Source: an optimization exercise on an open RTL-to-GDS flow (aim: small area, a short achievable clock period and few clock cycles per item). Production flows keep margins and buffers that such runs may drop. In this exercise RTL edits were held to simulation tests only and were not proved equivalent to the original. Power figures rest on the tool's default switching activity, not on a simulated workload.

==> flow/design.v (excerpt) <==
module sorted_unique_set_engine (
  input  wire logic        clk,
  input  wire logic        rst_n,
  input  wire logic        in_valid,
  output logic             in_ready,
  input  wire logic [1:0]  in_kind,
  input  wire logic [31:0] in_value,
  output logic             out_valid,
  input  wire logic        out_ready,
  output logic             out_was_present,
  output logic [1:0]       out_status,
  output logic [4:0]       out_entry_count
);
Settings: LEC_CHECK=0, CAP_MARGIN=20, CORE_MARGIN=2, CORE_UTILIZATION=40, SETUP_SLACK_MARGIN=3.9, SLEW_MARGIN=20; clock period 6.0 ns.
run.sh (not shown) runs the stock make flow with config.mk's settings and CLKGATE_MAP_FILE= SYNTH_SCRIPT=/design/flow/synth_recipe.tcl, a recipe that flattens the netlist after the stock synthesis.
Testbench counts at the start, summed over its fixed seeds: cycles 32,016, items 32,000.
Rerun with:
- SETUP_SLACK_MARGIN: 3.9 -> 3.6
=>
- The new run passed the timing, DRC and antenna checks
- wire length goes down by 4.6%
- cell count shrinks by 0.86%
- core utilization is lower by 1.6 points
- register-to-register slack is better by 0.08 ns
- design area drops by 3.1%
- die area stays the same
- sequential share of layout area grows by 1.8 points
- total power increases by 1.1%
- via count goes down by 2.3%

* * *

Another version of the RTL of sorted_unique_set_engine (not shown whole).
For scale: about 1700 cells after synthesis, roughly 26000 µm² of cells after synthesis.
==> flow/config.mk <==
export PLATFORM = sky130hd
export DESIGN_NAME = sorted_unique_set_engine
export DESIGN_NICKNAME = sorted_unique_set_engine
export VERILOG_FILES = /design/flow/design.v
export SDC_FILE = /design/flow/constraint.sdc
export NUM_CORES = 4
export LEC_CHECK = 0
export CAP_MARGIN = 20
export CORE_MARGIN = 2
export CORE_UTILIZATION = 55
export SETUP_SLACK_MARGIN = 3.7
export SLEW_MARGIN = 20
==> flow/constraint.sdc <==
create_clock -name core_clock -period 6.0 [get_ports {clk}]
set_input_delay 1.2000 -clock core_clock [delete_from_list [all_inputs] [get_ports {clk}]]
set_output_delay 1.2000 -clock core_clock [all_outputs]
set_load 0.01 [all_outputs]
standard.sh (not shown) runs the stock make flow with config.mk's settings and CLKGATE_MAP_FILE= SYNTH_SCRIPT=/design/flow/synth_recipe.tcl, a recipe that flattens the netlist after the stock synthesis.
==> flow/flow/run.sh <==
#!/bin/bash
# The standard layout (standard.sh), with one change at clock tree
# synthesis: larger sink clusters and no dummy loads, for a smaller clock tree.
# Everything else (synthesis, floorplan, power grid, placement, routing) is the
# standard flow's. make's full output goes to flow_make.log.
set -euo pipefail
CTS="-sink_clustering_enable -repair_clock_nets -sink_clustering_size 25 -sink_clustering_max_diameter 70 -dont_use_dummy_load"
sed "s|\"\${@:-finish}\"|CTS_ARGS=\"$CTS\" \"\${@:-finish}\"|" standard.sh > lean_cts.sh
grep -q "CTS_ARGS=" lean_cts.sh
bash lean_cts.sh > flow_make.log 2>&1
Testbench counts at the start, summed over its fixed seeds: cycles 32,024, items 32,000.
Change:
==> flow/flow/run.sh (replaced) <==
#!/bin/bash
# The standard layout (standard.sh) with two changes: clock tree synthesis
# uses larger sink clusters and no dummy loads, for a smaller clock tree; and
# the buffers that the standard flow puts on every input and output port are
# buf_2 cells instead of delay buffers. Everything else (synthesis, floorplan,
# power grid, placement, routing) is the standard flow's. make's full output
# goes to flow_make.log.
set -euo pipefail
CTS="-sink_clustering_enable -repair_clock_nets -sink_clustering_size 25 -sink_clustering_max_diameter 70 -dont_use_dummy_load"
BUF="-buffer_cell sky130_fd_sc_hd__buf_2"
sed "s|\"\${@:-finish}\"|CTS_ARGS=\"$CTS\" BUFFER_PORTS_ARGS=\"$BUF\" \"\${@:-finish}\"|" standard.sh > lean.sh
grep -q "CTS_ARGS=" lean.sh
bash lean.sh > flow_make.log 2>&1
Settings changed: CORE_UTILIZATION 55 to 40.
What happened: Worst setup slack is worse by 19 ps; cell area drops by 0.36%; combinational power went up by 11%; non-clock buffer count shrinks by 9; power grows by 0.31%; worst hold slack is worse by 12 ps; global-route usage shrinks by 7.1 points.
Change:
==> flow/flow/run.sh (replaced) <==
#!/bin/bash
# The standard layout (standard.sh), with one change at clock tree
# synthesis: larger sink clusters and no dummy loads, for a smaller clock tree.
# Everything else (synthesis, floorplan, power grid, placement, routing) is the
# standard flow's. make's full output goes to flow_make.log.
set -euo pipefail
CTS="-sink_clustering_enable -repair_clock_nets -sink_clustering_size 25 -sink_clustering_max_diameter 70 -dont_use_dummy_load"
sed "s|\"\${@:-finish}\"|CTS_ARGS=\"$CTS\" \"\${@:-finish}\"|" standard.sh > lean_cts.sh
grep -q "CTS_ARGS=" lean_cts.sh
bash lean_cts.sh > flow_make.log 2>&1
Clock-buffer cell count is unchanged.
Wire length fell slightly.
Total power hardly moves.
Worst setup slack is better by 55 ps.
Global-route usage fell by 0.35 points.
Change:
==> flow/run.sh (new file) <==
#!/bin/bash
# synth_recipe.tcl (not shown) runs the flow's synth.tcl, then flattens the netlist and writes it again
# the make line also repeats each setting of config.mk as NAME=value (left out here)
make -C /OpenROAD-flow-scripts/flow DESIGN_CONFIG=/design/flow/config.mk WORK_HOME=/design/flow/orfs CLKGATE_MAP_FILE= SYNTH_SCRIPT=/design/flow/synth_recipe.tcl finish
removed: flow/flow/run.sh
removed: flow/standard.sh
Non-clock buffer count falls by 5. Routed wire length rises by 1.3%. Cell count rises by 3.2%. Setup slack gets worse by 25 ps. Final area rises by 4.5%.

* * *

Another version of the RTL of sorted_unique_set_engine (not shown whole).
For scale: about 1,600 cells after synthesis, roughly 630 flip-flops, ~48 I/O pins, roughly 26,000 sq um of cells after synthesis.
==> flow/config.mk <==
export PLATFORM = sky130hd
export DESIGN_NAME = sorted_unique_set_engine
export DESIGN_NICKNAME = sorted_unique_set_engine
export VERILOG_FILES = /design/flow/design.v
export SDC_FILE = /design/flow/constraint.sdc
export NUM_CORES = 4
export LEC_CHECK = 0
export CAP_MARGIN = 20
export CORE_MARGIN = 2
export CORE_UTILIZATION = 40
export SETUP_SLACK_MARGIN = 3.7
export SLEW_MARGIN = 20
==> flow/constraint.sdc <==
create_clock -name core_clock -period 6.0 [get_ports {clk}]
set_input_delay 1.2000 -clock core_clock [delete_from_list [all_inputs] [get_ports {clk}]]
set_output_delay 1.2000 -clock core_clock [all_outputs]
set_load 0.01 [all_outputs]
==> flow/flow/run.sh <==
#!/bin/bash
# The standard layout (standard.sh), with one change at clock tree
# synthesis: larger sink clusters and no dummy loads, for a smaller clock tree.
# Everything else (synthesis, floorplan, power grid, placement, routing) is the
# standard flow's. make's full output goes to flow_make.log.
set -euo pipefail
CTS="-sink_clustering_enable -repair_clock_nets -sink_clustering_size 25 -sink_clustering_max_diameter 70 -dont_use_dummy_load"
sed "s|\"\${@:-finish}\"|CTS_ARGS=\"$CTS\" \"\${@:-finish}\"|" standard.sh > lean_cts.sh
grep -q "CTS_ARGS=" lean_cts.sh
bash lean_cts.sh > flow_make.log 2>&1
The starting point ran to the end with no violations.
Testbench counts at the start, summed over its fixed seeds: cycles 32,024, items 32,000.
Then changed:
==> flow/flow/run.sh (replaced) <==
#!/bin/bash
# The standard layout (standard.sh) with two changes: clock tree synthesis
# uses larger sink clusters and no dummy loads, for a smaller clock tree; and
# the buffers that the standard flow puts on every input and output port are
# buf_2 cells instead of delay buffers. Everything else (synthesis, floorplan,
# power grid, placement, routing) is the standard flow's. make's full output
# goes to flow_make.log.
set -euo pipefail
CTS="-sink_clustering_enable -repair_clock_nets -sink_clustering_size 25 -sink_clustering_max_diameter 70 -dont_use_dummy_load"
BUF="-buffer_cell sky130_fd_sc_hd__buf_2"
sed "s|\"\${@:-finish}\"|CTS_ARGS=\"$CTS\" BUFFER_PORTS_ARGS=\"$BUF\" \"\${@:-finish}\"|" standard.sh > lean.sh
grep -q "CTS_ARGS=" lean.sh
bash lean.sh > flow_make.log 2>&1
Final area went down by about 1.6%.
Wire length went up by about 2.2%.
Core utilization went down by 0.71 points.
Die area is unchanged.
Power went down by about 0.53%.

## separate check: timing with driven ports
The results above use ideal ports. As a check the final layouts listed here were re-extracted and re-timed, cells and wires unchanged.
Step 1: set_driving_cell puts a clkbuf_16 on clk and a buf_2 on each other input, an assumption about the parent block.
Step 2 moves the port delays by t, midway between the first and last clock arrival at a register: inputs arrive t later, outputs are due t later. That takes back most of the time a late clock gives input paths.
Three values: no drivers, after step 1, after step 2; two values: the first two.
| run | shift t [ns] | setup slack, ns | worst setup path at the end | clock arrival spread, ns | worst register clock-pin slew, ns |
|---|---|---|---|---|---|
| the first run of note 1 | 0.669 | 3.428 / 3.428 / 2.909 | input to register | 0.024 / 0.023 | 0.07 / 0.07 |
| the second run of note 1 | 0.667 | 3.503 / 3.503 / 3.022 | input to register | 0.019 / 0.020 | 0.06 / 0.06 |
| the first run of note 2 | 0.625 | 3.659 / 3.601 / 3.316 | input to register | 0.060 / 0.060 | 0.10 / 0.10 |
| the second run of note 2 | 0.618 | 3.639 / 3.581 / 3.306 | input to register | 0.062 / 0.062 | 0.10 / 0.10 |
| the third run of note 2 | 0.605 | 3.694 / 3.667 / 3.326 | input to register | 0.075 / 0.075 | 0.10 / 0.10 |
| the fourth run of note 2 | 0.652 | 3.669 / 3.609 / 3.178 | input to register | 0.028 / 0.028 | 0.06 / 0.06 |
| the first run of note 3 | 0.618 | 3.691 / 3.633 / 3.316 | input to register | 0.048 / 0.048 | 0.10 / 0.10 |
| the second run of note 3 | 0.621 | 3.700 / 3.639 / 3.289 | input to register | 0.044 / 0.044 | 0.10 / 0.10 |
After both steps every run listed still meets setup and hold. For the first run of note 1, which loses most, drivers alone change the setup slack by 0.000 ns; drivers and shift together by -0.519 ns.
